Source: an optimization exercise on an open RTL-to-GDS flow (aim: small area, a short achievable clock period and few clock cycles). Production flows keep margins and buffers that such runs may drop. In this exercise RTL edits were held to simulation tests only and were not proved equivalent to the original. Power figures rest on the tool's default switching activity, not on a simulated workload.

== fjord ==
// fixed_block_free_list_allocator
module fixed_block_free_list_allocator (
  input  logic        clk,
  input  logic        rst,
  input  logic        cfg_write,
  input  logic [0:0]  cfg_index,
  input  logic [12:0] cfg_data,
  input  logic        in_valid,
  output logic        in_stall,
  input  logic [0:0]  op,
  input  logic [7:0]  block_index,
  output logic        out_valid,
  input  logic        out_stall,
  output logic [1:0]  status,
  output logic [7:0]  granted_index,
  output logic [19:0] byte_offset,
  output logic [8:0]  free_count
);
  localparam int NSKIP = 2;
  localparam int NLANE = 4;               
  localparam int LW    = $clog2(NLANE);
  logic [7:0]  last_idx;      
  logic [10:0] align_q;       
  logic [11:0] align_q3;      
  logic [7:0]  link_mem [256];
  logic [2047:0] link_flat;
  logic [7:0]  head;
  logic        head_end;
  logic [7:0]  tail;          
  logic        tail_ok;
  logic [8:0]  free_cnt;
  logic [7:0]  sweep;         
  logic        sweeping;
  logic [7:0]  skip    [NSKIP];  
  ...
make LEC_CHECK=0 CAP_MARGIN=20 CORE_MARGIN=2 CORE_UTILIZATION=50 CTS_CLUSTER_DIAMETER=60 CTS_CLUSTER_SIZE=30 SETUP_SLACK_MARGIN=2.4 SLEW_MARGIN=20 SYNTH_HIERARCHICAL=1 TNS_END_PERCENT=0 finish   # period 5.0 ns
run.sh (not shown) runs the stock make flow with config.mk's settings and CLKGATE_MAP_FILE= SYNTH_SCRIPT=/design/flow/synth_recipe.tcl, a recipe that flattens the netlist after the stock synthesis.
Testbench counts of fjord, summed over its fixed seeds: cycles 17,621.
diff inputs: fjord => amber
# fjord
export LEC_CHECK = 0
export CAP_MARGIN = 20
export CORE_MARGIN = 2
export CORE_UTILIZATION = 50
export CTS_CLUSTER_DIAMETER = 60
export CTS_CLUSTER_SIZE = 30
export SETUP_SLACK_MARGIN = 2.4
export SLEW_MARGIN = 20
export SYNTH_HIERARCHICAL = 1
export TNS_END_PERCENT = 0
create_clock -name core_clock -period 5.0 [get_ports {clk}]
# amber
export LEC_CHECK = 0
export CAP_MARGIN = 20
export CORE_MARGIN = 2
export CORE_UTILIZATION = 50
export SETUP_SLACK_MARGIN = 2.4
export SLEW_MARGIN = 20
export SYNTH_HIERARCHICAL = 1
export TNS_END_PERCENT = 0
create_clock -name core_clock -period 5.0 [get_ports {clk}]
Results
Summary: with fjord as the reference, standby leakage power in amber moved up by a few percent.
fjord and amber ended up with roughly the same post-route clock period utilization.
Of amber and fjord, the run reporting the lower buffering stage count on the worst path with inverters included was amber.
When amber is measured against fjord, its cell area after layout turns out about 2% higher.
Minimum setup slack in the final design: amber better than fjord
Final-layout clock-cell area share sits higher in amber than in fjord.
Vias per cell in amber is 0.060 lower than in fjord
As of amber, via count had risen slightly compared to fjord.
[amber vs fjord] time the worst path needs with I/O delays and setup: lower in amber
Going from fjord to amber, the routed wire length was found to have gone up by 2.1 mm.
Compare amber and fjord | final hold slack lower: fjord
#### Input delta (juniper over amber)
# amber
export LEC_CHECK = 0
export CAP_MARGIN = 20
export CORE_MARGIN = 2
export CORE_UTILIZATION = 50
export SETUP_SLACK_MARGIN = 2.4
export SLEW_MARGIN = 20
export SYNTH_HIERARCHICAL = 1
export TNS_END_PERCENT = 0
create_clock -name core_clock -period 5.0 [get_ports {clk}]
# juniper
export LEC_CHECK = 0
export CAP_MARGIN = 20
export CORE_MARGIN = 2
export CORE_UTILIZATION = 50
export CTS_CLUSTER_DIAMETER = 70
export CTS_CLUSTER_SIZE = 35
export SETUP_SLACK_MARGIN = 2.4
export SLEW_MARGIN = 20
export SYNTH_HIERARCHICAL = 1
export TNS_END_PERCENT = 0
create_clock -name core_clock -period 5.0 [get_ports {clk}]
--- outcome ---
Cmp juniper vs amber: layout overhead on the synthesized area lower in juniper. Taking amber as the reference, in juniper time the final worst path needs with I/O delays and setup shrank by 0.027 ns, full die area held steady, count of plain and timing-repair buffers in the layout shrank by about 6.5%, number of vias per cell grew by 0.84%. Comparing length of routed met3 wiring for juniper and amber, the bigger number came from juniper. Maximum frequency of juniper exceeds that of amber slightly. For the global-route usage, juniper came in 0.30 points lower than amber did. amber reports its critical path endpoint as head[5]$_DFF_P_ while juniper reports head[2]$_DFF_P_. [compare] base=amber new=juniper: clock sink count closely matched the old numbers; worst setup slack after layout up 0.027 ns. For areal power density over the cells, dividing the value from juniper by the value from amber gives 0.929.

## what the ideal ports hide
Ports are ideal in the flow. The routed layouts listed here were re-timed in OpenROAD. Step 1 assumes that a clkbuf_16 drives the clock port and a buf_2 every other input. Step 2 times the ports against the registers' clock, not the clock port: input delays grow and output delays shrink by t, the midpoint of the rising clock arrivals with the driver on. a / b / c = ideal / step 1 / step 2; a / b = the first two.
| run | t, ns | slack for setup (ns) | hold slack, ns | slew at the worst register clock pin (ns) | worst data-port slew with drivers (ns) |
|---|---|---|---|---|---|
| fjord | 0.907 | 1.783 / 1.783 / 1.678 | 0.409 / 0.409 / 0.409 | 0.10 / 0.10 | 0.11 |
| amber | 0.937 | 1.787 / 1.787 / 1.642 | 0.418 / 0.418 / 0.418 | 0.07 / 0.07 | 0.11 |
| juniper | 0.899 | 1.814 / 1.814 / 1.645 | 0.417 / 0.417 / 0.417 | 0.12 / 0.12 | 0.11 |
After both steps setup and hold are still met in every run listed. The setup slack of juniper, which loses most, moves by 0.000 ns with the drivers and by -0.169 ns with both steps.
